This design comes from an exercise in tuning for small area on the open sky130 flow, not from production work.
Function was checked by simulation only, so behaviour that the tests miss may differ from the original.
No activity file was given, so power comes from the tool's default toggle rates.

==> run C <==
## csr_top
module csr_top #(
    parameter int hart_id = 0
) (
    input  logic        clk,
    input  logic        rst_n,
    input  logic [11:0] rd_addr,
    input  logic [11:0] wr_addr,
    input  logic        wr_en,
    input  logic [31:0] wr_data,
    input  logic        stall_exec,
    input  logic        bubble_exec,
    input  logic        trap_insert,
    input  logic        trap_is_mret,
    input  logic [31:0] trap_epc,
    input  logic [31:0] trap_cause,
    input  logic [31:0] trap_val,
    input  logic        mtime_interrupt,
    input  logic [31:0] int_sources,
    output logic [31:0] rd_data,
    output logic        rd_illegal,
    output logic [31:0] mepc,
    output logic [31:0] mtvec,
    output logic [31:0] interrupts,
    output logic        endianness
);
Settings: LEC_CHECK=0, CAP_MARGIN=10, CORE_MARGIN=2, CORE_UTILIZATION=50, PLACE_DENSITY=0.8, SLEW_MARGIN=10; clock period 6.5 ns.
standard.sh (not shown) runs the stock make flow with config.mk's settings and CLKGATE_MAP_FILE= SYNTH_SCRIPT=/design/flow/synth_recipe.tcl, a recipe that flattens the netlist after the stock synthesis.
==> flow/flow/run.sh <==
#!/bin/bash
# Own layout flow: the standard flow, with
#  - synthesis: synth_recipe.tcl unchanged except for an area-oriented ABC
#    mapping script (synth_area.tcl, abc_area.script);
#  - port buffers: every input and output port still gets a buffer, of the
#    smallest buffer cell (buf_1) instead of the one buffer_ports picks;
#  - CTS: small clock buffers and no dummy loads.
# Each tool's output goes to a log file of its own in the work folder.
set -euo pipefail
W=$(pwd)
F="$W/flow"
export FLOW_SYNTH_TCL="$W/synth_recipe.tcl"
export AREA_ABC_SCRIPT="$F/abc_area.script"

# synthesis: standard.sh's own make command, with our synthesis script
sed -e "s#SYNTH_SCRIPT=[^ ]*synth_recipe.tcl#SYNTH_SCRIPT=$F/synth_area.tcl#" standard.sh > standard_area.sh
grep -q "SYNTH_SCRIPT=$F/synth_area.tcl" standard_area.sh
bash standard_area.sh synth > "$W/synth.log" 2>&1

# the rest of the standard flow
export BUFFER_PORTS_ARGS="-buffer_cell sky130_fd_sc_hd__buf_1"
export CTS_ARGS="-sink_clustering_enable -repair_clock_nets -dont_use_dummy_load -buf_list {sky130_fd_sc_hd__clkbuf_4} -sink_clustering_size 8 -sink_clustering_max_diameter 40"
bash standard.sh finish > "$W/layout.log" 2>&1
test -f "$W/out/final.def"
==> flow/flow/abc_area.script <==
&get -n
&st
&dc2
&nf -R 1000
&put
&get -n
&st
&dc2
&nf -R 1000
&put
==> flow/flow/synth_area.tcl <==
# The standard synthesis (synth_recipe.tcl), with one change: the final ABC
# technology mapping uses an area-oriented script (abc_area.script beside this
# file) instead of ORFS's delay-oriented one. Registers are mapped before ABC
# runs, so they are the same as the standard synthesis's.
proc abc {args} {
  set i [lsearch -exact $args -script]
  if {$i >= 0} {
    set args [lreplace $args [expr {$i + 1}] [expr {$i + 1}] $::env(AREA_ABC_SCRIPT)]
  }
  yosys abc {*}$args
}
source $::env(FLOW_SYNTH_TCL)
==> run M (differences from run C) <==
- CAP_MARGIN: 10 -> 0
- PLACE_DENSITY: 0.8 -> default
- SLEW_MARGIN: 10 -> 0
==> run G (differences from run C) <==
- PLACE_DENSITY: 0.8 -> default
==> flow_summary.json <==
{
  "clock_skew_ns": 0.0829,
  "antenna_found_initial": 1,
  "design_area_mm2": 0.0166,
  "status": "finished clean"
}
Source of the figures above: run C

==> flow_summary.json <==
{
  "antenna_found_initial": 4,
  "clkbuf_count": 50,
  "status": "finished clean",
  "clock_skew_ns": 0.0966,
  "design_area_mm2": 0.0166,
  "grt_util_all_layers": 0.350
}
Source of the figures above: run M

==> flow_summary.json <==
{
  "status": "finished clean",
  "antenna_found_initial": 4,
  "design_area_mm2": 0.0166,
  "clock_skew_ns": 0.0966,
  "area_growth_pct": 16.6
}
Source of the figures above: run G


* * *

==> job 9795: inputs <==
csr_top, a different RTL version from the one above (not shown whole).
// csr_top
module csr_top #(
    parameter int hart_id = 0
) (
    input  logic        clk,
    input  logic        rst_n,
    input  logic [11:0] rd_addr,
    input  logic [11:0] wr_addr,
    input  logic        wr_en,
    input  logic [31:0] wr_data,
    input  logic        stall_exec,
    input  logic        bubble_exec,
    input  logic        trap_insert,
    input  logic        trap_is_mret,
    input  logic [31:0] trap_epc,
    input  logic [31:0] trap_cause,
    input  logic [31:0] trap_val,
    input  logic        mtime_interrupt,
    input  logic [31:0] int_sources,
    output logic [31:0] rd_data,
    output logic        rd_illegal,
    output logic [31:0] mepc,
    output logic [31:0] mtvec,
    output logic [31:0] interrupts,
    output logic        endianness
);
==> flow/config.mk <==
export PLATFORM = sky130hd
export DESIGN_NAME = csr_top
export DESIGN_NICKNAME = csr_top
export VERILOG_FILES = /design/flow/design.v
export SDC_FILE = /design/flow/constraint.sdc
export NUM_CORES = 4
export LEC_CHECK = 0
export CAP_MARGIN = 10
export CORE_MARGIN = 2
export CORE_UTILIZATION = 50
export SLEW_MARGIN = 10
==> flow/constraint.sdc <==
create_clock -name core_clock -period 6.5 [get_ports {clk}]
set_input_delay 1.3000 -clock core_clock [delete_from_list [all_inputs] [get_ports {clk}]]
set_output_delay 1.3000 -clock core_clock [all_outputs]
set_load 0.01 [all_outputs]
Scripts as last shown in full above: flow/flow/run.sh, flow/flow/abc_area.script, flow/flow/synth_area.tcl
==> job 5251 (differences from job 9795) <==
==> flow/flow/abc_area.script (replaced) <==
&get -n
&st
&dc2
&nf -R 1000
&put
- CORE_UTILIZATION: 50 -> 65
==> job 6595 (differences from job 9795) <==
==> flow/flow/abc_area.script (replaced) <==
&get -n
&st
&dc2
&nf -R 1000
&put
==> summary of the runs <==
The lowest cell area belongs to job 9795, the highest to job 6595.
Sequential power is about the same in job 9795 and job 6595.
Final cell count: job 6595 > job 9795 > job 5251.
Global-route usage, highest first: job 5251, job 6595, job 9795.

afterwards: timing with drivers on the ports:
The results above use ideal ports. As a check the final layouts listed here were re-extracted and re-timed, cells and wires unchanged. Step 1 sets driving cells, clkbuf_16 on the clock port and buf_2 on the other inputs (assumed; they add their load-dependent delay and slew). Step 2, shift: input delay + t, output delay - t, t = (earliest + latest rising clock arrival at the registers) / 2. This alone moves slack from input paths to output paths. a / b / c = no drivers / after step 1 / after step 2; a / b = the first two.
| run | t (ns) | setup WS [ns] | clock arrival spread, ns |
|---|---|---|---|
| run C | 0.732 | 0.801 / 0.826 / 0.094 | 0.086 / 0.087 |
| run M | 0.711 | 0.892 / 0.917 / 0.207 | 0.097 / 0.097 |
| run G | 0.711 | 0.892 / 0.917 / 0.207 | 0.097 / 0.097 |
| job 9795 | 0.738 | 1.171 / 1.193 / 0.455 | 0.076 / 0.075 |
| job 5251 | 0.704 | 0.798 / 0.812 / 0.108 | 0.082 / 0.083 |
| job 6595 | 0.725 | 0.773 / 0.798 / 0.074 | 0.091 / 0.091 |
After both steps every run listed still meets setup and hold. The setup slack of job 9795, which loses most, moves by +0.022 ns with the drivers and by -0.716 ns with both steps.
